What follows belongs to an exercise in optimizing a design on an open flow for small area; a production flow would make more cautious choices. Only simulation tests tie the RTL to the original design; equivalence was not proved. Power and IR drop assume default switching activity.

**flow/flow/run.sh**
```bash
#!/bin/bash
# Standard synthesis, then inverters pushed through full adders (fixinv.py), then the standard
# layout with clock-tree dummy loads off and single-drive port buffers.
set -euo pipefail
R=orfs/results/${FLOW_PLATFORM}/hb_interp/base
export CTS_ARGS="-sink_clustering_enable -repair_clock_nets -dont_use_dummy_load -buf_list sky130_fd_sc_hd__clkbuf_4 -sink_clustering_size 9 -sink_clustering_max_diameter 40"
export BUFFER_PORTS_ARGS="-buffer_cell sky130_fd_sc_hd__buf_1"
bash standard.sh synth > synth.log 2>&1
openroad -python -no_init -exit flow/fixinv.py "$R/1_synth.odb" "$R/1_synth.odb" > fixinv.log 2>&1
bash standard.sh finish > finish.log 2>&1
```
**flow/flow/fixinv.py**
```python
# Push inverters through full-adder cells: FA(~a,~b,~c) = ~FA(a,b,c).
# Chooses, for each full adder, whether to implement it on complemented signals so that as few
# inverters as possible remain, then rewires the netlist with at most one inverter per signal.
import odb, sys, random
src, dst = sys.argv[1], sys.argv[2]
db = odb.dbDatabase.create()
odb.read_db(db, src)
block = db.getChip().getBlock()
INVM = db.findMaster("sky130_fd_sc_hd__inv_1")

def is_inv(inst):
    n = inst.getMaster().getName()
    return n.startswith("sky130_fd_sc_hd__inv_") or n.startswith("sky130_fd_sc_hd__clkinv_")
def is_fa(inst):
    return inst.getMaster().getName().startswith("sky130_fd_sc_hd__fa_")
def sig_iterms(inst):
    return [it for it in inst.getITerms() if it.getNet() is not None and it.getNet().getSigType() == "SIGNAL"]
def driver(net):
    for it in net.getITerms():
        if it.isOutputSignal(): return it
    return None

# inverters we may remove: no port on either side
free_inv = []
for inst in block.getInsts():
    if not is_inv(inst): continue
    a = inst.findITerm("A").getNet(); y = inst.findITerm("Y").getNet()
    if a is None or y is None: continue
    if len(a.getBTerms()) or len(y.getBTerms()): continue
    free_inv.append(inst)
free_set = set(i.getName() for i in free_inv)

root_cache = {}
def root(net):
    k = net.getName()
    if k in root_cache: return root_cache[k]
    d = driver(net)
    if d is not None and d.getInst().getName() in free_set:
        r, p = root(d.getInst().findITerm("A").getNet())
        res = (r, p ^ 1)
    else:
        res = (net, 0)
    root_cache[k] = res
    return res

# consumers per root: list of (iterm or bterm, pol, fa_inst_name or None)
cons = {}
roots = {}
for net in block.getNets():
    if net.getSigType() != "SIGNAL": continue
    r, p = root(net)
    rk = r.getName(); roots[rk] = r
    lst = cons.setdefault(rk, [])
    for it in net.getITerms():
        if it.isOutputSignal(): continue
        inst = it.getInst()
        if inst.getName() in free_set: continue
        lst.append((it, p, inst.getName() if is_fa(inst) else None))
    for bt in net.getBTerms():
        if bt.getIoType() == "OUTPUT":
            lst.append((bt, p, None))

fas = [i for i in block.getInsts() if is_fa(i)]
fa_out_roots = {}   # fa name -> root names driven
drv_fa = {}         # root name -> fa name
for f in fas:
    for pin in ("SUM", "COUT"):
        n = f.findITerm(pin).getNet()
        if n is None: continue
        drv_fa[n.getName()] = f.getName()
fa_in_roots = {f.getName(): set() for f in fas}
for rk, lst in cons.items():
    for (it, p, fn) in lst:
        if fn is not None: fa_in_roots[fn].add(rk)
fa_touch = {}
for f in fas:
    fn = f.getName()
    s = set(fa_in_roots[fn])
    for pin in ("SUM", "COUT"):
        n = f.findITerm(pin).getNet()
        if n is not None: s.add(n.getName())
    fa_touch[fn] = s

flip = {f.getName(): 0 for f in fas}
def cost(rk):
    dp = flip[drv_fa[rk]] if rk in drv_fa else 0
    need = set()
    for (it, p, fn) in cons.get(rk, []):
        need.add(p ^ (flip[fn] if fn else 0))
    return 1 if any(q != dp for q in need) else 0

total = sum(cost(rk) for rk in cons)
print("inverters before:", len(free_inv), "signals needing one (no flips):", total)
import math
random.seed(1)
order = [f.getName() for f in fas]
best = (total, dict(flip)); cur = total
N = 60000
for step in range(N):
    T = 1.5 * (1 - step / N) + 0.02
    fn = random.choice(order)
    before = sum(cost(rk) for rk in fa_touch[fn])
    flip[fn] ^= 1
    after = sum(cost(rk) for rk in fa_touch[fn])
    d = after - before
    if d <= 0 or random.random() < math.exp(-d / T):
        cur += d
        if cur < best[0]: best = (cur, dict(flip))
    else:
        flip[fn] ^= 1
flip = best[1]
total = sum(cost(rk) for rk in cons)
print("signals needing an inverter after flips:", total, "flipped:", sum(flip.values()))

# rebuild
cnt = [0]
inv_net = {}
def get_inv(rk):
    if rk in inv_net: return inv_net[rk]
    cnt[0] += 1
    n = odb.dbNet_create(block, f"pinv_n{cnt[0]}")
    i = odb.dbInst_create(block, INVM, f"pinv_{cnt[0]}")
    i.findITerm("A").connect(roots[rk])
    i.findITerm("Y").connect(n)
    inv_net[rk] = n
    return n
moves = []
for rk, lst in cons.items():
    dp = flip[drv_fa[rk]] if rk in drv_fa else 0
    for (it, p, fn) in lst:
        q = p ^ (flip[fn] if fn else 0)
        moves.append((it, rk, q != dp))
for (it, rk, inv) in moves:
    target = get_inv(rk) if inv else roots[rk]
    if isinstance(it, odb.dbITerm):
        if it.getNet() is None or it.getNet().getName() != target.getName():
            it.disconnect(); it.connect(target)
    else:
        if it.getNet().getName() != target.getName():
            raise SystemExit("output port would need rewiring: " + it.getName())
for inst in free_inv:
    odb.dbInst_destroy(inst)
for net in list(block.getNets()):
    if net.getSigType() == "SIGNAL" and len(net.getITerms()) == 0 and len(net.getBTerms()) == 0:
        odb.dbNet_destroy(net)
print("inverters after:", cnt[0])
odb.write_db(db, dst)
```
**flow/standard.sh**
```bash
#!/bin/bash
# synth_recipe.tcl (not shown) runs the flow's synth.tcl, then flattens the netlist and writes it again
# the make line also repeats each setting of config.mk as NAME=value (left out here)
make -C /OpenROAD-flow-scripts/flow DESIGN_CONFIG=/design/flow/config.mk WORK_HOME=/design/flow/orfs CLKGATE_MAP_FILE= SYNTH_SCRIPT=/design/flow/synth_recipe.tcl "${@:-finish}"
```
**flow/config.mk**
```make
export PLATFORM = sky130hd
export DESIGN_NAME = hb_interp
export DESIGN_NICKNAME = hb_interp
export VERILOG_FILES = /design/flow/design.v
export SDC_FILE = /design/flow/constraint.sdc
export NUM_CORES = 4
export LEC_CHECK = 0
export CAP_MARGIN = 20
export CORE_MARGIN = 2
export CORE_UTILIZATION = 70
export SLEW_MARGIN = 20
```
**flow/constraint.sdc**
```tcl
create_clock -name core_clock -period 14.0 [get_ports {clk}]
set_input_delay 2.8000 -clock core_clock [delete_from_list [all_inputs] [get_ports {clk}]]
set_output_delay 2.8000 -clock core_clock [all_outputs]
set_load 0.01 [all_outputs]
```
**flow/design.v**
```verilog
module hb_interp #(
    parameter int WIDTH = 16
) (
    input  logic             clk,
    input  logic             rst,
    input  logic             bypass,
    input  logic             run,
    input  logic [8:0]       cpo,
    input  logic             stb_in,
    input  logic [WIDTH-1:0] data_in,
    output logic             stb_out,
    output logic [WIDTH-1:0] data_out,
    output logic             ovf
);
    logic [9:0]              s_q;
    logic [WIDTH-1:0]        dly_q [16];
    logic [4:0]              vcnt_q;
    logic [21:0]             acc_q;
    logic [1-1:0]           cr_q;
    logic [WIDTH-1:0]        fb0_q, fb1_q;
    logic                    c_pend_q;
    logic [8:0]              c_cnt_q;
    logic [1:0]              c_off_q;
    logic                    stb_out_q;
    logic [WIDTH-1:0]        data_out_q;
    logic                    ovf_q;
    logic [3:0] ph;
    logic slot_free_d, accept_d, drop_d, f_emit_d, c_emit_d;
    logic [15:0] vld;
    logic [3:0] lane [16];
    logic [4:0] r0, r1, r2, r3, r4, r5, r6, r7;
    logic [WIDTH-1:0] cval;
    logic [21:0] acc_d, res_v, res;
    logic [16:0] fv;
    logic [1-1:0] cr_d;
    logic [WIDTH-1:0] f_sat;
    logic [1:0] off_e;
    function automatic logic [WIDTH-1:0] pick4(input logic [WIDTH-1:0] a, b, c, d,
                                               input logic sa, sb, sc, sd);
        pick4 = ({WIDTH{sa}} & a) | ({WIDTH{sb}} & b) | ({WIDTH{sc}} & c) | ({WIDTH{sd}} & d);
    endfunction
    function automatic logic [4:0] add4(input logic [3:0] a, b);
        logic c;
        c = 1'b0;
        for (int i = 0; i < 4; i++) begin
            add4[i] = a[i] ^ b[i] ^ c;
            c = (a[i] & b[i]) | (a[i] & c) | (b[i] & c);
        end
        add4[4] = c;
    endfunction
    function automatic logic [21:0] add22(input logic [21:0] a, b);
        logic c;
        c = 1'b0;
        for (int i = 0; i < 22; i++) begin
            add22[i] = a[i] ^ b[i] ^ c;
            c = (a[i] & b[i]) | (a[i] & c) | (b[i] & c);
        end
    endfunction
    function automatic logic [15:0] thermo(input logic [3:0] n);
        thermo[0] = (n[0] & !n[1] & !n[2] & !n[3]) | (n[1] & !n[2] & !n[3]) | (n[2] & !n[3]) | (n[3]);
        thermo[1] = (n[1] & !n[2] & !n[3]) | (n[2] & !n[3]) | (n[3]);
        thermo[2] = (n[0] & n[1] & !n[2] & !n[3]) | (n[2] & !n[3]) | (n[3]);
        thermo[3] = (n[2] & !n[3]) | (n[3]);
        thermo[4] = (n[0] & !n[1] & n[2] & !n[3]) | (n[1] & n[2] & !n[3]) | (n[3]);
        thermo[5] = (n[1] & n[2] & !n[3]) | (n[3]);
        thermo[6] = (n[0] & n[1] & n[2] & !n[3]) | (n[3]);
        thermo[7] = (n[3]);
        thermo[8] = (n[0] & !n[1] & !n[2] & n[3]) | (n[1] & !n[2] & n[3]) | (n[2] & n[3]);
        thermo[9] = (n[1] & !n[2] & n[3]) | (n[2] & n[3]);
        thermo[10] = (n[0] & n[1] & !n[2] & n[3]) | (n[2] & n[3]);
        thermo[11] = (n[2] & n[3]);
        thermo[12] = (n[0] & !n[1] & n[2] & n[3]) | (n[1] & n[2] & n[3]);
        thermo[13] = (n[1] & n[2] & n[3]);
        thermo[14] = (n[0] & n[1] & n[2] & n[3]);
        thermo[15] = 1'b0;
    endfunction
    function automatic logic [8:0] dec9(input logic [8:0] a);
        logic b;
        b = 1'b1;
        for (int i = 0; i < 9; i++) begin
            dec9[i] = a[i] ^ b;
            b = b & !a[i];
        end
    endfunction
    function automatic logic [4:0] inc5(input logic [4:0] a);
        logic c;
        c = 1'b1;
        for (int i = 0; i < 5; i++) begin
            inc5[i] = a[i] ^ c;
            c = c & a[i];
        end
    endfunction
    always_comb begin
        ph = s_q[3:0];
        vld = vcnt_q[4] ? 16'hffff : thermo(vcnt_q[3:0]);
        for (int i = 0; i < 16; i++) begin
            for (int b = 0; b < 3; b++) begin
                lane[i][b] = vld[i] & ((ph[0] & dly_q[i][b]) | (ph[1] & dly_q[i][4+b]) |
                                       (ph[2] & dly_q[i][8+b]) | (ph[3] & dly_q[i][12+b]));
            end
            lane[i][3] = (vld[i] & ((ph[0] & dly_q[i][3]) | (ph[1] & dly_q[i][7]) | (ph[2] & dly_q[i][11]))) |
                         (ph[3] & !(vld[i] & dly_q[i][15]));
        end
        r0 = add4(lane[0], lane[15]);
        r1 = add4(lane[1], lane[14]);
        r2 = add4(lane[2], lane[13]);
        r3 = add4(lane[3], lane[12]);
        r4 = add4(lane[4], lane[11]);
        r5 = add4(lane[5], lane[10]);
        r6 = add4(lane[6], lane[9]);
        r7 = add4(lane[7], lane[8]);
        res = add22(acc_q, res_v);
        fv  = {~res[21], res[20:5]};
        if (fv[16] != fv[15]) f_sat = fv[16] ? 16'h8000 : 16'h7fff;
        else                  f_sat = fv[15:0];
        slot_free_d = !(s_q[0] | s_q[1] | s_q[2]);
        accept_d    = !bypass && run && stb_in && slot_free_d;
        drop_d      = !bypass && run && stb_in && !slot_free_d;
        f_emit_d    = run && s_q[9];
        c_emit_d    = run && c_pend_q && (c_cnt_q == 9'd1);
        off_e[0] = ^{s_q[5:0], accept_d};
        off_e[1] = (|{s_q[5:0], accept_d}) & !off_e[0];
        cval = pick4(dly_q[7], dly_q[8], dly_q[9], dly_q[10],
                     c_off_q == 2'd0 && vld[7], c_off_q == 2'd1 && vld[8],
                     c_off_q == 2'd2 && vld[9], c_off_q == 2'd3 && vld[10]);
    end
    logic bs0, bs1, bs2, bs3, bs4, bs5, bs6, bs7, bs8, bs9, bs10, bs11, bs12, bs13, bs14, bs15, bs16, bs17, bs19, bs20, bs21, kc5, kc6, kc8, kc12, kc13, s1, c1, s2, c2, s3, c3, s4, c4, s5, c5, s6, c6, s7, c7, s8, c8, s9, c9, s10, c10, s11, c11, s12, c12, s13, c13, s14, c14, s15, c15, s16, c16, s17, c17, s18, c18, s19, c19, s20, c20, s21, c21, s22, c22, s23, c23, s24, c24, s25, c25, s26, c26, s27, c27, s28, c28, s29, c29, s30, c30, s31, c31, s32, c32, s33, c33, s34, c34, s35, c35, s36, c36, s37, c37, s38, c38, s39, c39, s40, c40, s41, c41, s42, c42, s43, c43, s44, c44, s45, c45, s46, c46, s47, c47, s48, c48, s49, c49, s50, c50, s51, c51, s52, c52, s53, c53, s54, c54, s55, c55, s56, c56, s57, c57, s58, c58, s59, c59, s60, c60, s61, c61, s62, c62, s63, c63, s64, c64, s65, c65, s66, c66, s67, c67, s68, c68, s69, c69, s70, c70, s71, c71, s72, c72, s73, c73, s74, c74, s75, c75, s76, c76, s77, c77, s78, c78, s79, c79, s80, c80, s81, c81, s82, c82, s83, c83, s84, c84, s85, c85, s86, c86, s87, c87, s88, c88, s89, c89, s90, c90, s91, c91, s92, c92, s93, c93, s94, c94, s95, c95, s96, c96, s97, c97, s98, c98, s99, c99, s100, c100, s101, c101, s102, c102, s103, c103, s104, c104, s105, c105, s106, c106, s107, c107, s108, c108, s109, c109, s110, c110, s111, c111, s112, c112, s113, c113, s114, c114, s115, c115, s116, c116, s117, c117, s118, c118, s119, c119, s120, c120, s121, c121, s122, c122, s123, c123, s124, c124, s125, c125, s126, c126, s127, c127, s128, c128, s129, c129, s130, c130, s131, c131, s132, c132, s133, c133, s134, c134, s135, c135, s136, c136, s137, c137, s138, c138, s139, c139, s140, c140, s141, c141, s142, c142, s143, c143, s144, c144, s145, c145, s146, c146, s147, c147, s148, c148, s149, c149, s150, c150, s151, c151, s152, c152, s153, c153, s154, c154, s155, c155, s156, c156, s157, c157, s158, c158, s159, c159, s160, c160, s161, c161, s162, c162, s163, c163, s164, c164, s165, c165, s166, c166, s167, c167, s168, c168, s169, c169, s170, c170, s171, c171, s172, c172, s173, c173, s174, c174, s175, c175, s176, c176, s177, c177, s178, c178, s179, c179, s180, c180, s181, c181, s182, c182, s183, c183, s184, c184, s185, c185, s186, c186, s187, c187, s188, c188, s189, c189, s190, c190, s191, c191, s192, c192, s193, c193, s194, c194, s195, c195, s196, c196, s197, c197, s198, c198, s199, c199, s200, c200, s201, c201, s202, c202, s203, c203, s204, c204, s205, c205, s206, c206, s207, c207, s208, c208, s209, c209;
    assign bs0 = ph[0] ? 1'b0 : acc_q[4];
    assign bs1 = ph[0] ? 1'b0 : acc_q[5];
    assign bs2 = ph[0] ? 1'b0 : acc_q[6];
    assign bs3 = ph[0] ? 1'b0 : acc_q[7];
    assign bs4 = ph[0] ? 1'b0 : acc_q[8];
    assign bs5 = ph[0] ? 1'b1 : acc_q[9];
    assign kc5 = !ph[0];
    assign bs6 = ph[0] ? 1'b1 : acc_q[10];
    assign kc6 = !ph[0] & !ph[3];
    assign bs7 = ph[0] ? 1'b0 : acc_q[11];
    assign bs8 = ph[0] ? 1'b0 : acc_q[12];
    assign kc8 = ph[3];
    assign bs9 = ph[0] ? 1'b0 : acc_q[13];
    assign bs10 = ph[0] ? 1'b0 : acc_q[14];
    assign bs11 = ph[0] ? 1'b0 : acc_q[15];
    assign bs12 = ph[0] ? 1'b1 : acc_q[16];
    assign kc12 = !ph[0];
    assign bs13 = ph[0] ? 1'b1 : acc_q[17];
    assign kc13 = !ph[0];
    assign bs14 = ph[0] ? 1'b0 : acc_q[18];
    assign bs15 = ph[0] ? 1'b0 : acc_q[19];
    assign bs16 = ph[0] ? 1'b1 : acc_q[20];
    assign bs17 = ph[0] ? 1'b0 : acc_q[21];
    assign bs19 = ph[0] | (!ph[0] & !ph[3]) | ph[3];
    assign bs20 = ph[0] | (!ph[0] & !ph[3]) | ph[3];
    assign bs21 = ph[0] | (!ph[0] & !ph[3]) | ph[3];
    assign s1 = r1[1] ^ r3[3];
    assign c1 = r1[1] | r3[3];
    assign s2 = r1[2] ^ r3[4] ^ r5[0];
    assign c2 = (r1[2] & r3[4]) | (r1[2] & r5[0]) | (r3[4] & r5[0]);
    assign s3 = r6[3] ^ r7[4] ^ r7[1];
    assign c3 = (r6[3] & r7[4]) | (r6[3] & r7[1]) | (r7[4] & r7[1]);
    assign s4 = r0[4] ^ r0[2];
    assign c4 = r0[4] & r0[2];
    assign s5 = r1[3] ^ r5[1] ^ r6[4];
    assign c5 = (r1[3] & r5[1]) | (r1[3] & r6[4]) | (r5[1] & r6[4]);
    assign s6 = r1[4] ^ r1[0] ^ r5[2];
    assign c6 = (r1[4] & r1[0]) | (r1[4] & r5[2]) | (r1[0] & r5[2]);
    assign s7 = r0[0] ^ r1[1];
    assign c7 = r0[0] | r1[1];
    assign s8 = r0[1] ^ r1[2] ^ r2[0];
    assign c8 = (r0[1] & r1[2]) | (r0[1] & r2[0]) | (r1[2] & r2[0]);
    assign s9 = r1[0] ^ r3[2] ^ r6[1];
    assign c9 = (r1[0] & r3[2]) | (r1[0] & r6[1]) | (r3[2] & r6[1]);
    assign s10 = r0[2] ^ r7[2];
    assign c10 = r0[2] & ~r7[2];
    assign s11 = r6[2] ^ r7[3] ^ r7[0];
    assign c11 = (r6[2] & r7[3]) | (r6[2] & r7[0]) | (r7[3] & r7[0]);
    assign s12 = s1 ^ r0[3] ^ r0[1];
    assign c12 = (s1 & r0[3]) | (s1 & r0[1]) | (r0[3] & r0[1]);
    assign s13 = r1[3] ^ r2[3] ^ r2[0];
    assign c13 = (r1[3] & r2[3]) | (r1[3] & r2[0]) | (r2[3] & r2[0]);
    assign s14 = c1 ^ s2 ^ s3;
    assign c14 = (c1 & s2) | (c1 & s3) | (s2 & s3);
    assign s15 = s4 ^ r0[0] ^ r1[4];
    assign c15 = (s4 & r0[0]) | (s4 & r1[4]) | (r0[0] & r1[4]);
    assign s16 = r2[4] ^ r2[1] ^ r3[0];
    assign c16 = (r2[4] & r2[1]) | (r2[4] & r3[0]) | (r2[1] & r3[0]);
    assign s17 = r4[4] ^ r4[2];
    assign c17 = r4[4] & r4[2];
    assign s18 = c2 ^ c3 ^ s5;
    assign c18 = (c2 & c3) | (c2 & s5) | (c3 & s5);
    assign s19 = ~r7[2] ^ c4 ^ r0[3];
    assign c19 = (~r7[2] & c4) | (~r7[2] & r0[3]) | (c4 & r0[3]);
    assign s20 = r0[1] ^ r2[2] ^ r3[1];
    assign c20 = (r0[1] & r2[2]) | (r0[1] & r3[1]) | (r2[2] & r3[1]);
    assign s21 = r4[3] ^ r4[0] ^ bs5;
    assign c21 = (r4[3] & r4[0]) | (r4[3] & bs5) | (r4[0] & bs5);
    assign s22 = c5 ^ s6 ^ r5[0];
    assign c22 = (c5 & s6) | (c5 & r5[0]) | (s6 & r5[0]);
    assign s23 = r7[3] ^ r7[0] ^ ~r0[4];
    assign c23 = (r7[3] & r7[0]) | (r7[3] & ~r0[4]) | (r7[0] & ~r0[4]);
    assign s24 = r0[2] ^ r2[3] ^ r3[2];
    assign c24 = (r0[2] & r2[3]) | (r0[2] & r3[2]) | (r2[3] & r3[2]);
    assign s25 = r4[4] ^ r4[1] ^ bs6;
    assign c25 = (r4[4] & r4[1]) | (r4[4] & bs6) | (r4[1] & bs6);
    assign s26 = c6 ^ r3[0] ^ r5[3];
    assign c26 = (c6 & r3[0]) | (c6 & r5[3]) | (r3[0] & r5[3]);
    assign s27 = r5[1] ^ r6[0] ^ r7[4];
    assign c27 = (r5[1] & r6[0]) | (r5[1] & r7[4]) | (r6[0] & r7[4]);
    assign s28 = ~r7[1] ^ s7 ^ r0[3];
    assign c28 = (~r7[1] & s7) | (~r7[1] & r0[3]) | (s7 & r0[3]);
    assign s29 = r2[4] ^ r3[3] ^ r4[2];
    assign c29 = (r2[4] & r3[3]) | (r2[4] & r4[2]) | (r3[3] & r4[2]);
    assign s30 = c7 ^ s8 ^ r3[1];
    assign c30 = (c7 & s8) | (c7 & r3[1]) | (s8 & r3[1]);
    assign s31 = r5[4] ^ r5[2] ^ r5[0];
    assign c31 = (r5[4] & r5[2]) | (r5[4] & r5[0]) | (r5[2] & r5[0]);
    assign s32 = r6[1] ^ r7[2] ^ ~r0[4];
    assign c32 = (r6[1] & r7[2]) | (r6[1] & ~r0[4]) | (r7[2] & ~r0[4]);
    assign s33 = r3[4] ^ r4[3] ^ bs8;
    assign c33 = (r3[4] & r4[3]) | (r3[4] & bs8) | (r4[3] & bs8);
    assign s34 = c8 ^ r0[2] ^ r1[3];
    assign c34 = (c8 & r0[2]) | (c8 & r1[3]) | (r0[2] & r1[3]);
    assign s35 = r2[1] ^ r3[2] ^ r5[3];
    assign c35 = (r2[1] & r3[2]) | (r2[1] & r5[3]) | (r3[2] & r5[3]);
    assign s36 = r5[1] ^ r6[2] ^ r7[3];
    assign c36 = (r5[1] & r6[2]) | (r5[1] & r7[3]) | (r6[2] & r7[3]);
    assign s37 = r1[0] ^ r4[4] ^ r7[0];
    assign c37 = (r1[0] & r4[4]) | (r1[0] & r7[0]) | (r4[4] & r7[0]);
    assign s38 = r0[3] ^ r1[4] ^ r2[2];
    assign c38 = (r0[3] & r1[4]) | (r0[3] & r2[2]) | (r1[4] & r2[2]);
    assign s39 = r2[0] ^ r3[3] ^ r3[0];
    assign c39 = (r2[0] & r3[3]) | (r2[0] & r3[0]) | (r3[3] & r3[0]);
    assign s40 = r5[4] ^ r5[2] ^ r6[3];
    assign c40 = (r5[4] & r5[2]) | (r5[4] & r6[3]) | (r5[2] & r6[3]);
    assign s41 = ~r7[4] ^ r1[1] ^ r7[1];
    assign c41 = (~r7[4] & r1[1]) | (~r7[4] & r7[1]) | (r1[1] & r7[1]);
    assign s42 = r0[4] ^ r2[3] ^ r2[1];
    assign c42 = (r0[4] & r2[3]) | (r0[4] & r2[1]) | (r2[3] & r2[1]);
    assign s43 = r3[4] ^ r3[1] ^ r5[3];
    assign c43 = (r3[4] & r3[1]) | (r3[4] & r5[3]) | (r3[1] & r5[3]);
    assign s44 = ~r6[4] ^ r1[2] ^ r4[0];
    assign c44 = (~r6[4] & r1[2]) | (~r6[4] & r4[0]) | (r1[2] & r4[0]);
    assign s45 = r2[4] ^ r2[2] ^ r3[2];
    assign c45 = (r2[4] & r2[2]) | (r2[4] & r3[2]) | (r2[2] & r3[2]);
    assign s46 = r5[4] ^ r5[0] ^ ~r1[3];
    assign c46 = (r5[4] & r5[0]) | (r5[4] & ~r1[3]) | (r5[0] & ~r1[3]);
    assign s47 = r3[0] ^ r4[1];
    assign c47 = r3[0] & r4[1];
    assign s48 = r2[3] ^ r3[3] ^ r4[0];
    assign c48 = (r2[3] & r3[3]) | (r2[3] & r4[0]) | (r3[3] & r4[0]);
    assign s49 = ~r5[1] ^ r1[4] ^ r3[1];
    assign c49 = (~r5[1] & r1[4]) | (~r5[1] & r3[1]) | (r1[4] & r3[1]);
    assign s50 = r4[2] ^ r6[0];
    assign c50 = r4[2] & r6[0];
    assign s51 = r2[4] ^ r3[4] ^ r4[1];
    assign c51 = (r2[4] & r3[4]) | (r2[4] & r4[1]) | (r3[4] & r4[1]);
    assign s52 = ~r5[2] ^ r3[2] ^ r4[3];
    assign c52 = (~r5[2] & r3[2]) | (~r5[2] & r4[3]) | (r3[2] & r4[3]);
    assign s53 = r4[2] ^ r5[3] ^ r6[0];
    assign c53 = (r4[2] & r5[3]) | (r4[2] & r6[0]) | (r5[3] & r6[0]);
    assign s54 = r4[3] ^ r5[4];
    assign c54 = r4[3] | r5[4];
    assign s55 = r3[0] ^ r7[0] ^ ~r0[0];
    assign c55 = (r3[0] & r7[0]) | (r3[0] & ~r0[0]) | (r7[0] & ~r0[0]);
    assign s56 = r3[1] ^ r6[0] ^ r7[1];
    assign c56 = (r3[1] & r6[0]) | (r3[1] & r7[1]) | (r6[0] & r7[1]);
    assign s57 = r0[1] ^ r1[1] ^ r2[1];
    assign c57 = (r0[1] & r1[1]) | (r0[1] & r2[1]) | (r1[1] & r2[1]);
    assign s58 = s9 ^ s10 ^ ~r0[0];
    assign c58 = (s9 & s10) | (s9 & ~r0[0]) | (s10 & ~r0[0]);
    assign s59 = r1[2] ^ r2[2] ^ r4[2];
    assign c59 = (r1[2] & r2[2]) | (r1[2] & r4[2]) | (r2[2] & r4[2]);
    assign s60 = r4[0] ^ r5[2];
    assign c60 = r4[0] & r5[2];
    assign s61 = c9 ^ s11 ^ ~c10;
    assign c61 = (c9 & s11) | (c9 & ~c10) | (s11 & ~c10);
    assign s62 = s12 ^ s13 ^ r4[3];
    assign c62 = (s12 & s13) | (s12 & r4[3]) | (s13 & r4[3]);
    assign s63 = r4[1] ^ r5[3] ^ bs3;
    assign c63 = (r4[1] & r5[3]) | (r4[1] & bs3) | (r5[3] & bs3);
    assign s64 = c11 ^ s14 ^ ~c12;
    assign c64 = (c11 & s14) | (c11 & ~c12) | (s14 & ~c12);
    assign s65 = c13 ^ s15 ^ s16;
    assign c65 = (c13 & s15) | (c13 & s16) | (s15 & s16);
    assign s66 = s17 ^ r5[4] ^ bs4;
    assign c66 = (s17 & r5[4]) | (s17 & bs4) | (r5[4] & bs4);
    assign s67 = c14 ^ s18 ^ ~c15;
    assign c67 = (c14 & s18) | (c14 & ~c15) | (s18 & ~c15);
    assign s68 = c16 ^ c17 ^ s19;
    assign c68 = (c16 & c17) | (c16 & s19) | (c17 & s19);
    assign s69 = s20 ^ s21 ^ kc5;
    assign c69 = (s20 & s21) | (s20 & kc5) | (s21 & kc5);
    assign s70 = c18 ^ s22 ^ s23;
    assign c70 = (c18 & s22) | (c18 & s23) | (s22 & s23);
    assign s71 = c19 ^ c20 ^ c21;
    assign c71 = (c19 & c20) | (c19 & c21) | (c20 & c21);
    assign s72 = s24 ^ s25 ^ kc6;
    assign c72 = (s24 & s25) | (s24 & kc6) | (s25 & kc6);
    assign s73 = c22 ^ c23 ^ s26;
    assign c73 = (c22 & c23) | (c22 & s26) | (c23 & s26);
    assign s74 = ~s27 ^ c24 ^ c25;
    assign c74 = (~s27 & c24) | (~s27 & c25) | (c24 & c25);
    assign s75 = s28 ^ s29 ^ bs7;
    assign c75 = (s28 & s29) | (s28 & bs7) | (s29 & bs7);
    assign s76 = c26 ^ c27 ^ s30;
    assign c76 = (c26 & c27) | (c26 & s30) | (c27 & s30);
    assign s77 = s31 ^ s32 ^ ~c28;
    assign c77 = (s31 & s32) | (s31 & ~c28) | (s32 & ~c28);
    assign s78 = c29 ^ s33 ^ kc8;
    assign c78 = (c29 & s33) | (c29 & kc8) | (s33 & kc8);
    assign s79 = c30 ^ c31 ^ c32;
    assign c79 = (c30 & c31) | (c30 & c32) | (c31 & c32);
    assign s80 = s34 ^ s35 ^ s36;
    assign c80 = (s34 & s35) | (s34 & s36) | (s35 & s36);
    assign s81 = c33 ^ s37 ^ bs9;
    assign c81 = (c33 & s37) | (c33 & bs9) | (s37 & bs9);
    assign s82 = c34 ^ c35 ^ c36;
    assign c82 = (c34 & c35) | (c34 & c36) | (c35 & c36);
    assign s83 = s38 ^ s39 ^ s40;
    assign c83 = (s38 & s39) | (s38 & s40) | (s39 & s40);
    assign s84 = c37 ^ s41 ^ bs10;
    assign c84 = (c37 & s41) | (c37 & bs10) | (s41 & bs10);
    assign s85 = c38 ^ c39 ^ c40;
    assign c85 = (c38 & c39) | (c38 & c40) | (c39 & c40);
    assign s86 = s42 ^ s43 ^ ~c41;
    assign c86 = (s42 & s43) | (s42 & ~c41) | (s43 & ~c41);
    assign s87 = s44 ^ r7[2] ^ bs11;
    assign c87 = (s44 & r7[2]) | (s44 & bs11) | (r7[2] & bs11);
    assign s88 = c42 ^ c43 ^ s45;
    assign c88 = (c42 & c43) | (c42 & s45) | (c43 & s45);
    assign s89 = ~s46 ^ c44 ^ s47;
    assign c89 = (~s46 & c44) | (~s46 & s47) | (c44 & s47);
    assign s90 = r7[3] ^ bs12 ^ kc12;
    assign c90 = (r7[3] & bs12) | (r7[3] & kc12) | (bs12 & kc12);
    assign s91 = c45 ^ c46 ^ s48;
    assign c91 = (c45 & c46) | (c45 & s48) | (c46 & s48);
    assign s92 = c47 ^ s49 ^ s50;
    assign c92 = (c47 & s49) | (c47 & s50) | (s49 & s50);
    assign s93 = r7[4] ^ bs13 ^ kc13;
    assign c93 = (r7[4] & bs13) | (r7[4] & kc13) | (bs13 & kc13);
    assign s94 = c48 ^ s51 ^ ~c49;
    assign c94 = (c48 & s51) | (c48 & ~c49) | (s51 & ~c49);
    assign s95 = c50 ^ s52 ^ r5[0];
    assign c95 = (c50 & s52) | (c50 & r5[0]) | (s52 & r5[0]);
    assign s96 = r6[1] ^ r7[0] ^ bs14;
    assign c96 = (r6[1] & r7[0]) | (r6[1] & bs14) | (r7[0] & bs14);
    assign s97 = c51 ^ s53 ^ ~c52;
    assign c97 = (c51 & s53) | (c51 & ~c52) | (s53 & ~c52);
    assign s98 = r3[3] ^ r4[4] ^ r5[1];
    assign c98 = (r3[3] & r4[4]) | (r3[3] & r5[1]) | (r4[4] & r5[1]);
    assign s99 = r6[2] ^ r7[1] ^ bs15;
    assign c99 = (r6[2] & r7[1]) | (r6[2] & bs15) | (r7[1] & bs15);
    assign s100 = c53 ^ r6[1] ^ ~s54;
    assign c100 = (c53 & r6[1]) | (c53 & ~s54) | (r6[1] & ~s54);
    assign s101 = r3[4] ^ r5[2] ^ r6[3];
    assign c101 = (r3[4] & r5[2]) | (r3[4] & r6[3]) | (r5[2] & r6[3]);
    assign s102 = r7[2] ^ r7[0] ^ bs16;
    assign c102 = (r7[2] & r7[0]) | (r7[2] & bs16) | (r7[0] & bs16);
    assign s103 = c54 ^ r4[4] ^ r6[2];
    assign c103 = (c54 & r4[4]) | (c54 & r6[2]) | (r4[4] & r6[2]);
    assign s104 = r5[3] ^ r6[4] ^ r7[3];
    assign c104 = (r5[3] & r6[4]) | (r5[3] & r7[3]) | (r6[4] & r7[3]);
    assign s105 = r7[1] ^ bs17;
    assign c105 = r7[1] & bs17;
    assign s106 = r5[4] ^ r6[3];
    assign c106 = r5[4] & ~r6[3];
    assign s107 = ~s55 ^ r1[0] ^ r2[0];
    assign c107 = (~s55 & r1[0]) | (~s55 & r2[0]) | (r1[0] & r2[0]);
    assign s108 = c55 ^ s56 ^ ~s57;
    assign c108 = (c55 & s56) | (c55 & ~s57) | (s56 & ~s57);
    assign s109 = r4[1] ^ r5[1];
    assign c109 = r4[1] & r5[1];
    assign s110 = c56 ^ s58 ^ ~c57;
    assign c110 = (c56 & s58) | (c56 & ~c57) | (s58 & ~c57);
    assign s111 = s59 ^ s60 ^ bs2;
    assign c111 = (s59 & s60) | (s59 & bs2) | (s60 & bs2);
    assign s112 = c58 ^ s61 ^ ~c59;
    assign c112 = (c58 & s61) | (c58 & ~c59) | (s61 & ~c59);
    assign s113 = c60 ^ s62 ^ s63;
    assign c113 = (c60 & s62) | (c60 & s63) | (s62 & s63);
    assign s114 = c61 ^ s64 ^ ~c62;
    assign c114 = (c61 & s64) | (c61 & ~c62) | (s64 & ~c62);
    assign s115 = c63 ^ s65 ^ s66;
    assign c115 = (c63 & s65) | (c63 & s66) | (s65 & s66);
    assign s116 = c64 ^ s67 ^ ~c65;
    assign c116 = (c64 & s67) | (c64 & ~c65) | (s67 & ~c65);
    assign s117 = c66 ^ s68 ^ s69;
    assign c117 = (c66 & s68) | (c66 & s69) | (s68 & s69);
    assign s118 = c67 ^ s70 ^ ~c68;
    assign c118 = (c67 & s70) | (c67 & ~c68) | (s70 & ~c68);
    assign s119 = c69 ^ s71 ^ s72;
    assign c119 = (c69 & s71) | (c69 & s72) | (s71 & s72);
    assign s120 = c70 ^ s73 ^ ~c71;
    assign c120 = (c70 & s73) | (c70 & ~c71) | (s73 & ~c71);
    assign s121 = c72 ^ s74 ^ s75;
    assign c121 = (c72 & s74) | (c72 & s75) | (s74 & s75);
    assign s122 = c73 ^ s76 ^ s77;
    assign c122 = (c73 & s76) | (c73 & s77) | (s76 & s77);
    assign s123 = c74 ^ c75 ^ s78;
    assign c123 = (c74 & c75) | (c74 & s78) | (c75 & s78);
    assign s124 = c76 ^ c77 ^ s79;
    assign c124 = (c76 & c77) | (c76 & s79) | (c77 & s79);
    assign s125 = ~s80 ^ c78 ^ s81;
    assign c125 = (~s80 & c78) | (~s80 & s81) | (c78 & s81);
    assign s126 = c79 ^ c80 ^ s82;
    assign c126 = (c79 & c80) | (c79 & s82) | (c80 & s82);
    assign s127 = ~s83 ^ c81 ^ s84;
    assign c127 = (~s83 & c81) | (~s83 & s84) | (c81 & s84);
    assign s128 = c82 ^ c83 ^ s85;
    assign c128 = (c82 & c83) | (c82 & s85) | (c83 & s85);
    assign s129 = ~s86 ^ c84 ^ s87;
    assign c129 = (~s86 & c84) | (~s86 & s87) | (c84 & s87);
    assign s130 = c85 ^ c86 ^ s88;
    assign c130 = (c85 & c86) | (c85 & s88) | (c86 & s88);
    assign s131 = c87 ^ s89 ^ s90;
    assign c131 = (c87 & s89) | (c87 & s90) | (s89 & s90);
    assign s132 = c88 ^ s91 ^ ~c89;
    assign c132 = (c88 & s91) | (c88 & ~c89) | (s91 & ~c89);
    assign s133 = c90 ^ s92 ^ s93;
    assign c133 = (c90 & s92) | (c90 & s93) | (s92 & s93);
    assign s134 = c91 ^ s94 ^ ~c92;
    assign c134 = (c91 & s94) | (c91 & ~c92) | (s94 & ~c92);
    assign s135 = c93 ^ s95 ^ s96;
    assign c135 = (c93 & s95) | (c93 & s96) | (s95 & s96);
    assign s136 = c94 ^ s97 ^ ~c95;
    assign c136 = (c94 & s97) | (c94 & ~c95) | (s97 & ~c95);
    assign s137 = c96 ^ s98 ^ s99;
    assign c137 = (c96 & s98) | (c96 & s99) | (s98 & s99);
    assign s138 = c97 ^ s100 ^ ~c98;
    assign c138 = (c97 & s100) | (c97 & ~c98) | (s100 & ~c98);
    assign s139 = c99 ^ s101 ^ s102;
    assign c139 = (c99 & s101) | (c99 & s102) | (s101 & s102);
    assign s140 = c100 ^ s103 ^ ~c101;
    assign c140 = (c100 & s103) | (c100 & ~c101) | (s103 & ~c101);
    assign s141 = c102 ^ s104 ^ s105;
    assign c141 = (c102 & s104) | (c102 & s105) | (s104 & s105);
    assign s142 = c103 ^ s106 ^ ~c104;
    assign c142 = (c103 & s106) | (c103 & ~c104) | (s106 & ~c104);
    assign s143 = c105 ^ r7[4] ^ r7[2];
    assign c143 = (c105 & r7[4]) | (c105 & r7[2]) | (r7[4] & r7[2]);
    assign s144 = ~r6[4] ^ c106 ^ r7[3];
    assign c144 = (~r6[4] & c106) | (~r6[4] & r7[3]) | (c106 & r7[3]);
    assign s145 = s107 ^ r4[0];
    assign c145 = s107 & r4[0];
    assign s146 = ~s108 ^ c107 ^ s109;
    assign c146 = (~s108 & c107) | (~s108 & s109) | (c107 & s109);
    assign s147 = c108 ^ s110 ^ ~c109;
    assign c147 = (c108 & s110) | (c108 & ~c109) | (s110 & ~c109);
    assign s148 = c110 ^ s112 ^ ~c111;
    assign c148 = (c110 & s112) | (c110 & ~c111) | (s112 & ~c111);
    assign s149 = c112 ^ s114 ^ ~c113;
    assign c149 = (c112 & s114) | (c112 & ~c113) | (s114 & ~c113);
    assign s150 = c114 ^ s116 ^ ~c115;
    assign c150 = (c114 & s116) | (c114 & ~c115) | (s116 & ~c115);
    assign s151 = c116 ^ s118 ^ ~c117;
    assign c151 = (c116 & s118) | (c116 & ~c117) | (s118 & ~c117);
    assign s152 = c118 ^ s120 ^ ~c119;
    assign c152 = (c118 & s120) | (c118 & ~c119) | (s120 & ~c119);
    assign s153 = c120 ^ s122 ^ ~c121;
    assign c153 = (c120 & s122) | (c120 & ~c121) | (s122 & ~c121);
    assign s154 = c122 ^ s124 ^ ~c123;
    assign c154 = (c122 & s124) | (c122 & ~c123) | (s124 & ~c123);
    assign s155 = c124 ^ s126 ^ ~c125;
    assign c155 = (c124 & s126) | (c124 & ~c125) | (s126 & ~c125);
    assign s156 = c126 ^ s128 ^ ~c127;
    assign c156 = (c126 & s128) | (c126 & ~c127) | (s128 & ~c127);
    assign s157 = c128 ^ s130 ^ ~c129;
    assign c157 = (c128 & s130) | (c128 & ~c129) | (s130 & ~c129);
    assign s158 = c130 ^ s132 ^ ~c131;
    assign c158 = (c130 & s132) | (c130 & ~c131) | (s132 & ~c131);
    assign s159 = c132 ^ s134 ^ ~c133;
    assign c159 = (c132 & s134) | (c132 & ~c133) | (s134 & ~c133);
    assign s160 = c134 ^ s136 ^ ~c135;
    assign c160 = (c134 & s136) | (c134 & ~c135) | (s136 & ~c135);
    assign s161 = c136 ^ s138 ^ ~c137;
    assign c161 = (c136 & s138) | (c136 & ~c137) | (s138 & ~c137);
    assign s162 = c138 ^ s140 ^ ~c139;
    assign c162 = (c138 & s140) | (c138 & ~c139) | (s140 & ~c139);
    assign s163 = c140 ^ s142 ^ ~c141;
    assign c163 = (c140 & s142) | (c140 & ~c141) | (s142 & ~c141);
    assign s164 = ~c142 ^ c143 ^ s144;
    assign c164 = (~c142 & c143) | (~c142 & s144) | (c143 & s144);
    assign s165 = c144 ^ r7[4];
    assign c165 = c144 & r7[4];
    assign s166 = s145 ^ r5[0];
    assign c166 = s145 & r5[0];
    assign s167 = c145 ^ s146 ^ bs1;
    assign c167 = (c145 & s146) | (c145 & bs1) | (s146 & bs1);
    assign s168 = ~s147 ^ c146 ^ s111;
    assign c168 = (~s147 & c146) | (~s147 & s111) | (c146 & s111);
    assign s169 = c147 ^ s148 ^ ~s113;
    assign c169 = (c147 & s148) | (c147 & ~s113) | (s148 & ~s113);
    assign s170 = c148 ^ s149 ^ ~s115;
    assign c170 = (c148 & s149) | (c148 & ~s115) | (s149 & ~s115);
    assign s171 = c149 ^ s150 ^ ~s117;
    assign c171 = (c149 & s150) | (c149 & ~s117) | (s150 & ~s117);
    assign s172 = c150 ^ s151 ^ ~s119;
    assign c172 = (c150 & s151) | (c150 & ~s119) | (s151 & ~s119);
    assign s173 = c151 ^ s152 ^ ~s121;
    assign c173 = (c151 & s152) | (c151 & ~s121) | (s152 & ~s121);
    assign s174 = c152 ^ s153 ^ ~s123;
    assign c174 = (c152 & s153) | (c152 & ~s123) | (s153 & ~s123);
    assign s175 = c153 ^ s154 ^ ~s125;
    assign c175 = (c153 & s154) | (c153 & ~s125) | (s154 & ~s125);
    assign s176 = c154 ^ s155 ^ ~s127;
    assign c176 = (c154 & s155) | (c154 & ~s127) | (s155 & ~s127);
    assign s177 = c155 ^ s156 ^ ~s129;
    assign c177 = (c155 & s156) | (c155 & ~s129) | (s156 & ~s129);
    assign s178 = c156 ^ s157 ^ ~s131;
    assign c178 = (c156 & s157) | (c156 & ~s131) | (s157 & ~s131);
    assign s179 = c157 ^ s158 ^ ~s133;
    assign c179 = (c157 & s158) | (c157 & ~s133) | (s158 & ~s133);
    assign s180 = c158 ^ s159 ^ ~s135;
    assign c180 = (c158 & s159) | (c158 & ~s135) | (s159 & ~s135);
    assign s181 = c159 ^ s160 ^ ~s137;
    assign c181 = (c159 & s160) | (c159 & ~s137) | (s160 & ~s137);
    assign s182 = c160 ^ s161 ^ ~s139;
    assign c182 = (c160 & s161) | (c160 & ~s139) | (s161 & ~s139);
    assign s183 = c161 ^ s162 ^ ~s141;
    assign c183 = (c161 & s162) | (c161 & ~s141) | (s162 & ~s141);
    assign s184 = c162 ^ s163 ^ ~s143;
    assign c184 = (c162 & s163) | (c162 & ~s143) | (s163 & ~s143);
    assign s185 = ~c163 ^ s164 ^ bs19;
    assign c185 = (~c163 & s164) | (~c163 & bs19) | (s164 & bs19);
    assign s186 = c164 ^ s165 ^ bs20;
    assign c186 = (c164 & s165) | (c164 & bs20) | (s165 & bs20);
    assign s187 = c165 ^ bs21;
    assign c187 = c165 & bs21;
    assign s188 = s166 ^ bs0;
    assign c188 = s166 & bs0;
    assign s189 = c166 ^ s167 ^ c188;
    assign c189 = (c166 & s167) | (c166 & c188) | (s167 & c188);
    assign s190 = c167 ^ s168 ^ c189;
    assign c190 = (c167 & s168) | (c167 & c189) | (s168 & c189);
    assign s191 = c168 ^ ~s169 ^ c190;
    assign c191 = (c168 & ~s169) | (c168 & c190) | (~s169 & c190);
    assign s192 = c169 ^ s170 ^ ~c191;
    assign c192 = (c169 & s170) | (c169 & ~c191) | (s170 & ~c191);
    assign s193 = c170 ^ s171 ^ c192;
    assign c193 = (c170 & s171) | (c170 & c192) | (s171 & c192);
    assign s194 = c171 ^ s172 ^ c193;
    assign c194 = (c171 & s172) | (c171 & c193) | (s172 & c193);
    assign s195 = c172 ^ s173 ^ c194;
    assign c195 = (c172 & s173) | (c172 & c194) | (s173 & c194);
    assign s196 = c173 ^ s174 ^ c195;
    assign c196 = (c173 & s174) | (c173 & c195) | (s174 & c195);
    assign s197 = c174 ^ s175 ^ c196;
    assign c197 = (c174 & s175) | (c174 & c196) | (s175 & c196);
    assign s198 = c175 ^ s176 ^ c197;
    assign c198 = (c175 & s176) | (c175 & c197) | (s176 & c197);
    assign s199 = c176 ^ s177 ^ c198;
    assign c199 = (c176 & s177) | (c176 & c198) | (s177 & c198);
    assign s200 = c177 ^ s178 ^ c199;
    assign c200 = (c177 & s178) | (c177 & c199) | (s178 & c199);
    assign s201 = c178 ^ s179 ^ c200;
    assign c201 = (c178 & s179) | (c178 & c200) | (s179 & c200);
    assign s202 = c179 ^ s180 ^ c201;
    assign c202 = (c179 & s180) | (c179 & c201) | (s180 & c201);
    assign s203 = c180 ^ s181 ^ c202;
    assign c203 = (c180 & s181) | (c180 & c202) | (s181 & c202);
    assign s204 = c181 ^ s182 ^ c203;
    assign c204 = (c181 & s182) | (c181 & c203) | (s182 & c203);
    assign s205 = c182 ^ s183 ^ c204;
    assign c205 = (c182 & s183) | (c182 & c204) | (s183 & c204);
    assign s206 = c183 ^ s184 ^ c205;
    assign c206 = (c183 & s184) | (c183 & c205) | (s184 & c205);
    assign s207 = c184 ^ ~s185 ^ c206;
    assign c207 = (c184 & ~s185) | (c184 & c206) | (~s185 & c206);
    assign s208 = c185 ^ s186 ^ ~c207;
    assign c208 = (c185 & s186) | (c185 & ~c207) | (s186 & ~c207);
    assign s209 = c186 ^ s187 ^ c208;
    assign c209 = (c186 & s187) | (c186 & c208) | (s187 & c208);
    assign acc_d = {s209, s208, ~s207, ~s206, ~s205, ~s204, ~s203, ~s202, ~s201, ~s200, ~s199, ~s198, ~s197, ~s196, ~s195, ~s194, ~s193, ~s192, s191, s190, s189, s188};
    assign cr_d = 1'b0;
    assign res_v = {1'b0, 1'b0, 1'b0, 1'b0, 1'b0, 1'b0, 1'b0, 1'b0, 1'b0, 1'b0, 1'b0, 1'b0, 1'b0, 1'b0, 1'b0, 1'b0, 1'b0, 1'b0, 1'b0, 1'b0, 1'b0, 1'b0};
    always_ff @(posedge clk) begin
        if (accept_d) begin
            for (int i = 15; i > 0; i--) dly_q[i] <= dly_q[i-1];
            dly_q[0] <= data_in;
        end
        acc_q <= acc_d;
        cr_q  <= cr_d;
        if (s_q[4]) fb0_q <= f_sat;
        if (s_q[8]) fb1_q <= fb0_q;
        if (f_emit_d) begin
            c_cnt_q <= cpo;
            c_off_q <= off_e;
        end else begin
            c_cnt_q <= dec9(c_cnt_q);
            c_off_q <= {c_off_q[1] ^ (c_off_q[0] & accept_d), c_off_q[0] ^ accept_d};
        end
        if (rst) begin
            s_q        <= '0;
            vcnt_q     <= '0;
            c_pend_q   <= 1'b0;
            stb_out_q  <= 1'b0;
            data_out_q <= '0;
            ovf_q      <= 1'b0;
        end else begin
            s_q <= {s_q[8:0] & {9{run}}, accept_d};
            if (accept_d && !vcnt_q[4]) vcnt_q <= inc5(vcnt_q);
            if (!run)            c_pend_q <= 1'b0;
            else if (f_emit_d)   c_pend_q <= 1'b1;
            else if (c_emit_d)   c_pend_q <= 1'b0;
            if (drop_d || (f_emit_d && c_pend_q)) ovf_q <= 1'b1;
            if (bypass) begin
                stb_out_q <= stb_in;
                if (stb_in) data_out_q <= data_in;
            end else begin
                stb_out_q <= f_emit_d || c_emit_d;
                if (f_emit_d)      data_out_q <= fb1_q;
                else if (c_emit_d) data_out_q <= cval;
            end
        end
    end
    assign stb_out  = stb_out_q;
    assign data_out = data_out_q;
    assign ovf      = ovf_q;
endmodule
```
==> results of run 1 <==
## sequential cells by signal, summed over array words and instances (netlist names)
| signal | count |
|---|---|
| s_q | 10 |
| stb_out_q | 1 |
| acc_q | 18 |
| dly_q | 256 |
| ovf_q | 1 |
| c_off_q | 2 |
| vcnt_q | 5 |
| data_out_q | 16 |
| fb0_q | 16 |
| c_pend_q | 1 |
| c_cnt_q | 9 |
| fb1_q | 16 |
## final timing paths
check / to / slack [ns] / cells after the start
setup / recovery: acc_q[21] / 0.59 / 37
hold / removal: dly_q[1][10] / 0.39 / 0
setup reg to reg: acc_q[21] / 0.59 / 37
hold reg to reg: dly_q[1][10] / 0.39 / 0
## per-stage QoR
stage / instances / worst slack (ns) / utilization / power, uW / instance area (sq um)
detailed placement: 1590 / 0.455 / 0.727 / 1860 / 18800
finish: 1640 / 0.587 / 0.741 / 2310 / 19100
floorplan: 1245 / 1.33 / - / 1670 / 18200
global route: 1640 / 0.100 / 0.741 / 2460 / 19100
global placement: 1590 / 0.795 / 0.727 / 1830 / 18800
CTS: 1639 / 0.453 / 0.741 / 2340 / 19100
## critical path, delay by kind of cell, from the launching register on
family	cells	cell delay [ns]
adder cells (fa/ha/maj)	30	11.92
flip-flops	1	0.51
buffers and inverters	4	0.40
AO/OA/AOI/OAI	1	0.16
AND/OR/NAND/NOR	1	0.15
XOR/XNOR	1	0.13
## where the power goes
group          internal [uW]  switching, uW  total [uW]
Sequential              1210           54.0        1270
Combinational            253            315         568
Clock                    160            321         481
Total                   1620            690        2310
## area by class of cell
class	count	area (sq um)	area share
Antenna cell	1	2.50	0.000131
Clock buffer	49	368	0.0192
Inverter	99	379	0.0198
Multi-Input combinational cell	739	7730	0.404
Sequential cell	351	9910	0.518
Tap cell	335	419	0.0219
Timing Repair Buffer	66	332	0.0173
## per-layer routing
metal | routed length [um] | vias to the layer above | share of wire | global-route usage
met4 | 1770 | 2 | 0.039 | 0.122
met5 | 16 | - | 0.00035 | 0
met3 | 4610 | 99 | 0.10 | 0.0689
li1 | - | 4589 | - | -
met1 | 17400 | 5517 | 0.38 | 0.506
met2 | 21700 | 725 | 0.48 | 0.549
==> summary.txt, run 1 <==
slowest stage cell on the critical path=fa_1; FILL cells=1,667; post-layout min period=13.41 ns; source-to-sink clock delay at the later pin of the worst-skew pair=0.71 ns; share of final-layout standard cells stronger than drive strength 1=0.0652; sort of element at the end of the critical path=flop; final worst clock skew=0.0910 ns; via count of the first global-routing pass=11,000; RD Place Congestion=1.02; count of final setup violators=0; total CTS buffers=49; startpoint of the worst hold path=dly_q[0][10]; number of nets at the end of the flow=1,590; cell area after technology mapping=18,200 sq um; TNS Setup=0 ns; first-pass GRT wire length=67.8 mm; DRC violation count after routing=0; level count of the clock H-tree=2; Yosys warnings=3; area delta synth->final=5.00%; residual overflow from global routing=0; critical path data required time=14.56 ns; post-synth net total=1,529; largest net degree at the start of global routing=89; final wirelength=45.4 mm; number of DRC markers after the initial detailed-route iteration=1,659; maximum single-stage delay on the critical path=0.55 ns; worst hold-check path type=reg -> reg; number of top-level pins=48; leakage power=0.00662 uW; post-CTS clock slew at the launch and capture registers of the worst setup and hold paths=0.09 ns; clock tree from TritonCTS=built; status=timing/DRC/antenna clean; maximum fanout along the worst path=11; Slew @ Worst Pin=1.10 ns; crit path kind=reg -> reg; vias per std cell=6.67; number of placement rows=59; Setup crit start kind=flop; number of port buffers=47; Horiz. Die Dim=165 um; Hold Worst Slack=0.385 ns; number of resized instances in the post-cts repair step=0; max cap viols=0; root cell of the clock tree=clkbuf_4; number of hold buffers added after CTS=0; startpoint of the lowest-slack register-to-register path=vcnt_q[1]; start point of the critical path=vcnt_q[1]; routed len/inst=27.7 um; setup repair after global routing missed its margin=no; CTS Buffer Depth=3; Worst VDD drop=0.204 mV; leading cell type in the layout, fill and taps excluded=edfxtp_1; setup fix buffers added after clock tree synthesis=0; area of the die=27,400 sq um; remaining antenna violation count=0; total power divided by cell area=121 nW/um^2; total global-route track usage=0.351; highest clock frequency the design can meet=0.0746 GHz; average cell area after synthesis=14.6 sq um; clock tree sinks=351; final count of pins violating max slew=0; initial core utilization=0.706; ratio of final minimum period to clock period=0.958; hpwl dp=34.3 mm; cell repeated most along the worst path=fa_1; worst max-slew margin expressed relative to the limit=0.269; arrival time at the worst endpoint=13.97 ns; core area=25,800 sq um; total via count after detailed routing=10,900; count of mapped cells out of synthesis=1,245; most frequent cells in the layout=edfxtp_1, fa_1, a22oi_1, inv_1, nand2_1; total count of hold-check failures in the final report=0; antenna violations before repair=2; Vert. Die Dim=165 um; count of TritonRoute iterations in the first routing pass=6
==> run 2: changes to the inputs <==
--- a/flow/design.v
+++ b/flow/design.v
@@ -31,3 +31,5 @@
     logic [4:0] r0, r1, r2, r3, r4, r5, r6, r7;
-    logic [WIDTH-1:0] cval;
+    logic [WIDTH-1:0] dout_d;
+    logic sel_in, sel_hold, sel_f, sel_c;
+    logic [3:0] sel_ck;
     logic [21:0] acc_d, res_v, res;
@@ -120,7 +122,12 @@
         c_emit_d    = run && c_pend_q && (c_cnt_q == 9'd1);
-        off_e[0] = ^{s_q[5:0], accept_d};
-        off_e[1] = (|{s_q[5:0], accept_d}) & !off_e[0];
-        cval = pick4(dly_q[7], dly_q[8], dly_q[9], dly_q[10],
-                     c_off_q == 2'd0 && vld[7], c_off_q == 2'd1 && vld[8],
-                     c_off_q == 2'd2 && vld[9], c_off_q == 2'd3 && vld[10]);
+        off_e[1] = (accept_d & (s_q[3] | s_q[4] | s_q[5])) | (s_q[0] & (s_q[4] | s_q[5])) | (s_q[1] & s_q[5]);
+        off_e[0] = (|{s_q[5:0], accept_d}) & !off_e[1];
+        sel_in   = !rst && bypass && stb_in;
+        sel_hold = !rst && (bypass ? !stb_in : !(f_emit_d || c_emit_d));
+        sel_f    = !rst && !bypass && f_emit_d;
+        sel_c    = !rst && !bypass && !f_emit_d && c_emit_d;
+        for (int k = 0; k < 4; k++) sel_ck[k] = sel_c && (c_off_q == 2'(k)) && vld[7+k];
+        dout_d = ({WIDTH{sel_in}} & data_in) | ({WIDTH{sel_hold}} & data_out_q) | ({WIDTH{sel_f}} & fb1_q) |
+                 ({WIDTH{sel_ck[0]}} & dly_q[7]) | ({WIDTH{sel_ck[1]}} & dly_q[8]) |
+                 ({WIDTH{sel_ck[2]}} & dly_q[9]) | ({WIDTH{sel_ck[3]}} & dly_q[10]);
     end
@@ -595,3 +602,2 @@
             stb_out_q  <= 1'b0;
-            data_out_q <= '0;
             ovf_q      <= 1'b0;
@@ -604,11 +610,5 @@
             if (drop_d || (f_emit_d && c_pend_q)) ovf_q <= 1'b1;
-            if (bypass) begin
-                stb_out_q <= stb_in;
-                if (stb_in) data_out_q <= data_in;
-            end else begin
-                stb_out_q <= f_emit_d || c_emit_d;
-                if (f_emit_d)      data_out_q <= fb1_q;
-                else if (c_emit_d) data_out_q <= cval;
-            end
+            stb_out_q <= bypass ? stb_in : (f_emit_d || c_emit_d);
         end
+        data_out_q <= dout_d;
     end
--- a/flow/config.mk
+++ b/flow/config.mk
@@ -10,2 +10,3 @@
 export CORE_UTILIZATION = 70
+export PLACE_DENSITY = 0.78
 export SLEW_MARGIN = 20
==> run 2 against run 1 <==
Fmax is 0.59% higher. Core utilization is 1.0 points higher. Final area is 0.65% lower. Clock-buffer cell count stayed put. Critical path type unchanged. Clock power hardly changed. Cell count is 3.0% lower. First-iteration DRC count is 3.2% lower. Critical path depth stayed put. Largest power group unchanged.
==> summary.txt, run 2 <==
slowest stage cell on the critical path=fa_1; first-pass GRT wire length=68.5 mm (+1.0%); number of port buffers=47 (unchanged); clock tree from TritonCTS=built; maximum fanout along the worst path=10 (-1); source-to-sink clock delay at the later pin of the worst-skew pair=0.71 ns (about the same); leakage power=0.00661 uW (-0.22%); TNS Setup=0 ns (unchanged); area delta synth->final=4.76%; Worst VDD drop=0.194 mV (-5.0%); Crit Reg-Reg Endpoint=acc_q[21]; number of placement rows=58 (-1.7%); Yosys warnings=3 (unchanged); routed len/inst=28.8 um (+4.0%); post-CTS clock slew at the launch and capture registers of the worst setup and hold paths=0.10 ns (about the same); crit path kind=reg -> reg; register cell area after layout=9920 sq um (about the same); startpoint of the lowest-slack register-to-register path=vcnt_q[1]; clock tree sinks=351 (unchanged); RD Place Congestion=0.967 (-5.6%); CP delay by family, top=adder cells; final instance count without filler cells=1,591 (-3.0%); Horiz. Die Dim=165 um (-0.21%); post-synth net total=1,482 (-3.1%); worst hold-check path type=reg -> reg; total power divided by cell area=122 nW/um^2 (+0.81%); cell repeated most along the worst path=fa_1; leading cell type in the layout, fill and taps excluded=edfxtp_1; initial core utilization=0.717 (+0.0112); count of final setup violators=0 (unchanged); critical path data required time=14.55 ns (about the same); Hold Path End=dly_q[15][2]; number of cells on the worst hold path=0 (unchanged); slack of the worst reg-to-reg path=0.67 ns (+0.08 ns); level count of the clock H-tree=2 (unchanged); Place WS=0.569 ns (+0.114 ns); residual overflow from global routing=0 (unchanged); number of top-level pins=48 (unchanged); max cap viols=0 (unchanged); DRC violation count after routing=0 (unchanged); vias per std cell=6.74 (+1.1%); cell area after technology mapping=18,200 sq um (-0.43%); number of DRC markers after the initial detailed-route iteration=1,606 (-3.2%); number of resized instances in the post-cts repair step=0 (unchanged); ratio of final minimum period to clock period=0.952 (-0.00563); hpwl dp=34.9 mm (+1.8%); number of hold buffers added after CTS=0 (unchanged); count of TritonRoute iterations in the first routing pass=7 (+1); multi-input combinational cell area=7640 sq um (-1.3%); total global-route track usage=0.360 (+0.00863); average cell area after synthesis=15.2 sq um (+3.5%); Setup crit start kind=flop; arrival time at the worst endpoint=13.89 ns (-0.08 ns); total CTS buffers=49 (unchanged); post-layout min period=13.33 ns (-0.0789 ns); setup repair after global routing missed its margin=no; most frequent cells in the layout=edfxtp_1, fa_1, a22oi_1, inv_1, nand2_1; least setup slack across all paths after layout=0.666 ns (+0.0789 ns); max FFs per register=256 (unchanged); final cell utilization of the core=0.751 (+0.0100); CP Buf/Inv Count=4 (unchanged); Slew @ Worst Pin=1.05 ns (-0.0429 ns); number of nets at the end of the flow=1,545 (-2.8%); CTS Buffer Depth=3 (unchanged); via count of the first global-routing pass=10,900 (-1.3%); Vert. Die Dim=165 um (-0.21%); maximum single-stage delay on the critical path=0.54 ns (about the same); FILL cells=1,546 (-7.3%); antenna violations before repair=3 (+1); final worst clock skew=0.0996 ns (+0.00861 ns); final count of pins violating max slew=0 (unchanged); setup fix buffers added after clock tree synthesis=0 (unchanged); status=timing/DRC/antenna clean; count of mapped cells out of synthesis=1,198 (-3.8%); total count of hold-check failures in the final report=0 (unchanged); total via count after detailed routing=10,700 (-1.9%); Biggest register=dly_q; sort of element at the end of the critical path=flop; highest clock frequency the design can meet=0.0750 GHz (+0.59%); root cell of the clock tree=clkbuf_4; share of final-layout standard cells stronger than drive strength 1=0.0691 (+0.00392); worst max-slew margin expressed relative to the limit=0.298 (+0.0286); remaining antenna violation count=0 (unchanged); area of the die=27,200 sq um (-0.42%); final wirelength=45.8 mm (+0.87%); worst reg2reg path depth=37 (unchanged); startpoint of the worst hold path=dly_q[14][2]; largest net degree at the start of global routing=173 (+94%); biggest regs=dly_q: 256 flops, acc_q: 18 flops; Inst Count DP=1,540 (-3.1%); core area=25,300 sq um (-2.0%)
run 2: power breakdown:
group | total (uW) | switching, uW | internal [uW]
logic | 557 | 316 | 241
clock network | 478 | 318 | 160
registers | 1280 | 72.5 | 1210
run 2: metal layers:
| layer | GRT usage | share of wire | vias up |
|---|---|---|---|
| met2 | 0.548 | 0.46 | 755 |
| met5 | 0 | 0.00052 | - |
| li1 | - | - | 4478 |
| met4 | 0.0953 | 0.029 | 4 |
| met3 | 0.0902 | 0.13 | 101 |
| met1 | 0.532 | 0.38 | 5385 |
run 2: area by class of cell:
type / count / share of cell area
tap: 330 / 0.0217
timing repair buffer: 63 / 0.0162
inverter: 97 / 0.0198
antenna: 2 / 0.000263
sequential: 351 / 0.521
multi-input combinational: 699 / 0.401
clock buffer: 49 / 0.0193
run 2: how the worst max path moves through the flow:
stage,end,from,slack (ns),cells past startpoint
4_1_cts,acc_q[21],vcnt_q[1],0.58,37
3_5_place_dp,acc_q[21],vcnt_q[1],0.57,37
3_3_place_gp,acc_q[21],vcnt_q[1],0.85,37
2_1_floorplan,acc_q[21],s_q[0],1.37,36
5_1_grt,acc_q[21],vcnt_q[1],0.11,37
6_report,acc_q[21],vcnt_q[1],0.67,37
run 2: through the flow:
step                total power [uW]  hold WS, ns  area [sq um]
finish                          2320        0.411         19000
global route                    2460        0.403         19000
CTS                             2340        0.412         19000
detailed placement              1880        0.405         18600
global placement                1830        0.406         18600
floorplan                       1670        0.400         18200
==> run 3: changes to the inputs <==
--- a/flow/config.mk
+++ b/flow/config.mk
@@ -10,3 +10,2 @@
 export CORE_UTILIZATION = 70
-export PLACE_DENSITY = 0.78
 export SLEW_MARGIN = 20
==> run 3 against run 2 <==
Largest power group unchanged. Global-route usage grew 1.0 points. Core utilization about the same. Non-clock buffer count up 2. Via count up 0.22%. Clock-buffer cell count increased by 1. Worst hold slack got worse by 0.014 ns. Clock skew grew 0.0074 ns. Highest routed layer is now met4. First-iteration DRC count is 15% higher. Sequential power hardly changed. Worst setup slack worse by 0.11 ns. Final area about the same.
==> summary.txt, run 3 <==
Horiz. Die Dim=165 um (unchanged); leading cell type in the layout, fill and taps excluded=edfxtp_1; cell area after technology mapping=18,200 sq um (unchanged); routed len/inst=29.4 um (+2.2%); CTS Buffer Depth=3 (unchanged); FILL cells=1,521 (-1.6%); post-CTS clock slew at the launch and capture registers of the worst setup and hold paths=0.10 ns (about the same); number of top-level pins=48 (unchanged); RD Place Congestion=0.998 (+3.2%); core area=25,300 sq um (unchanged); post-synth net total=1,482 (unchanged); number of nets at the end of the flow=1,548 (+0.19%); biggest regs=dly_q: 256 flops, acc_q: 18 flops; proportion of power drawn by combinational gates=0.255 (+0.015); first-pass GRT wire length=70.2 mm (+2.5%); max cap viols=0 (unchanged); most frequent cells in the layout=edfxtp_1, fa_1, a22oi_1, inv_1, nand2_1; remaining antenna violation count=0 (unchanged); internal power=1630 uW (+1.1%); setup fix buffers added after clock tree synthesis=0 (unchanged); total via count after detailed routing=10,700 (+0.22%); crit path kind=reg -> reg; hpwl dp=35.9 mm (+2.7%); sort of element at the end of the critical path=flop; cell repeated most along the worst path=fa_1; highest clock frequency the design can meet=0.0744 GHz (-0.80%); number of hold buffers added after CTS=0 (unchanged); critical path data required time=14.54 ns (about the same); area delta synth->final=4.79% (about the same); max FFs per register=256 (unchanged); switching power as a share of total power=0.306 (+0.00132); worst hold-check path type=reg -> reg; part of the total power dissipated in sequential elements=0.541 (-0.012); number of port buffers=47 (unchanged); antenna violations before repair=2 (-1); Slew @ Worst Pin=1.16 ns (+0.108 ns); number of resized instances in the post-cts repair step=0 (unchanged); status=timing/DRC/antenna clean; total power divided by cell area=123 nW/um^2 (+1.3%); Vert. Die Dim=165 um (unchanged); leakage power=0.00662 uW (+0.18%); total count of hold-check failures in the final report=0 (unchanged); area of the die=27,200 sq um (unchanged); total global-route track usage=0.370 (+0.0101); clock tree from TritonCTS=built; number of DRC markers after the initial detailed-route iteration=1,840 (+15%); slowest stage cell on the critical path=dfxtp_1; share of final-layout standard cells stronger than drive strength 1=0.0713 (+0.00221); source-to-sink clock delay at the later pin of the worst-skew pair=0.70 ns (about the same); number of placement rows=58 (unchanged); count of TritonRoute iterations in the first routing pass=10 (+3); clock tree sinks=351 (unchanged); final cell utilization of the core=0.751 (about the same); initial core utilization=0.717 (unchanged); total CTS buffers=50 (+2.0%); TNS Setup=0 ns (unchanged); root cell of the clock tree=clkbuf_4; arrival time at the worst endpoint=13.98 ns (+0.09 ns); share of power burned in the clock network=0.204 (-0.002); count of final setup violators=0 (unchanged); count of mapped cells out of synthesis=1,198 (unchanged); final worst clock skew=0.107 ns (+0.00745 ns); Biggest register=dly_q; register cell area after layout=9920 sq um (unchanged); ratio of final minimum period to clock period=0.960 (+0.00763); Setup crit start kind=flop; DRC violation count after routing=0 (unchanged); multi-input combinational cell area=7640 sq um (unchanged); worst reg2reg path depth=32 (-14%); vias per std cell=6.74 (about the same); Yosys warnings=3 (unchanged); worst max-slew margin expressed relative to the limit=0.220 (-0.0776); largest net degree at the start of global routing=133 (-23%); maximum single-stage delay on the critical path=0.67 ns (+0.13 ns); final wirelength=46.9 mm (+2.4%); level count of the clock H-tree=2 (unchanged); average cell area after synthesis=15.2 sq um (unchanged); Worst VDD drop=0.185 mV (-4.8%); via count of the first global-routing pass=11,200 (+3.2%); final count of pins violating max slew=0 (unchanged); total net switching power=718 uW (+1.7%); setup repair after global routing missed its margin=no; residual overflow from global routing=0 (unchanged); number of cells on the worst hold path=0 (unchanged); post-layout min period=13.44 ns (+0.107 ns); maximum fanout along the worst path=13 (+3)
[run 3: changes by cell type in the layout (fill, tap and decap cells not counted)]
cell | previous run | this run
clkinv_8 | 1 | 0
clkbuf_4 | 49 | 50
inv_8 | 0 | 1
buf_12 | 1 | 0
buf_4 | 15 | 18
[run 3: cell type report]
cell class,count,area share
Multi-Input combinational cell,699,0.401
Antenna cell,2,0.000263
Clock buffer,50,0.0197
Sequential cell,351,0.521
Timing Repair Buffer,65,0.0164
Tap cell,330,0.0217
Inverter,97,0.0195
[run 3: worst paths after layout]
check        slack, ns   startpoint          end
min               0.40  dly_q[0][4]  dly_q[1][4]
min reg2reg       0.40  dly_q[0][4]  dly_q[1][4]
max               0.56    vcnt_q[4]    acc_q[21]
max reg2reg       0.56    vcnt_q[4]    acc_q[21]
[run 3: per-stage QoR]
step / setup slack (ns) / total power [uW] / std cells / cell area, sq um / hold slack (ns)
after floorplan: 1.37 / 1670 / 1198 / 18200 / 0.400
after global placement: 0.776 / 1870 / 1542 / 18600 / 0.403
after detailed placement: 0.587 / 1900 / 1542 / 18600 / 0.406
after CTS: 0.541 / 2370 / 1592 / 19000 / 0.393
after global routing: 0.0717 / 2480 / 1593 / 19000 / 0.400
final: 0.559 / 2350 / 1594 / 19000 / 0.397
[run 3: critical path, delay by kind of cell, from the launching register on]
family	cells	cell delay [ns]
AO/OA/AOI/OAI	1	0.55
XOR/XNOR	1	0.13
adder cells (fa/ha/maj)	26	11.28
buffers and inverters	2	0.32
flip-flops	1	0.67
AND/OR/NAND/NOR	2	0.41
[run 3: power by group through the flow]
stage / Combinational [uW] / Clock, uW / Sequential, uW
floorplan: 409 / 0 / 1260
global placement: 578 / 0 / 1290
detailed placement: 610 / 0 / 1290
CTS: 617 / 487 / 1270
global route: 680 / 526 / 1270
finish: 600 / 479 / 1270
[run 3: metal layers]
layer / wire length, um / GRT usage / part of all wire
met5: 0 / 0 / 0
met4: 1630 / 0.132 / 0.035
met3: 6420 / 0.115 / 0.14
met2: 21400 / 0.548 / 0.46
met1: 17500 / 0.530 / 0.37
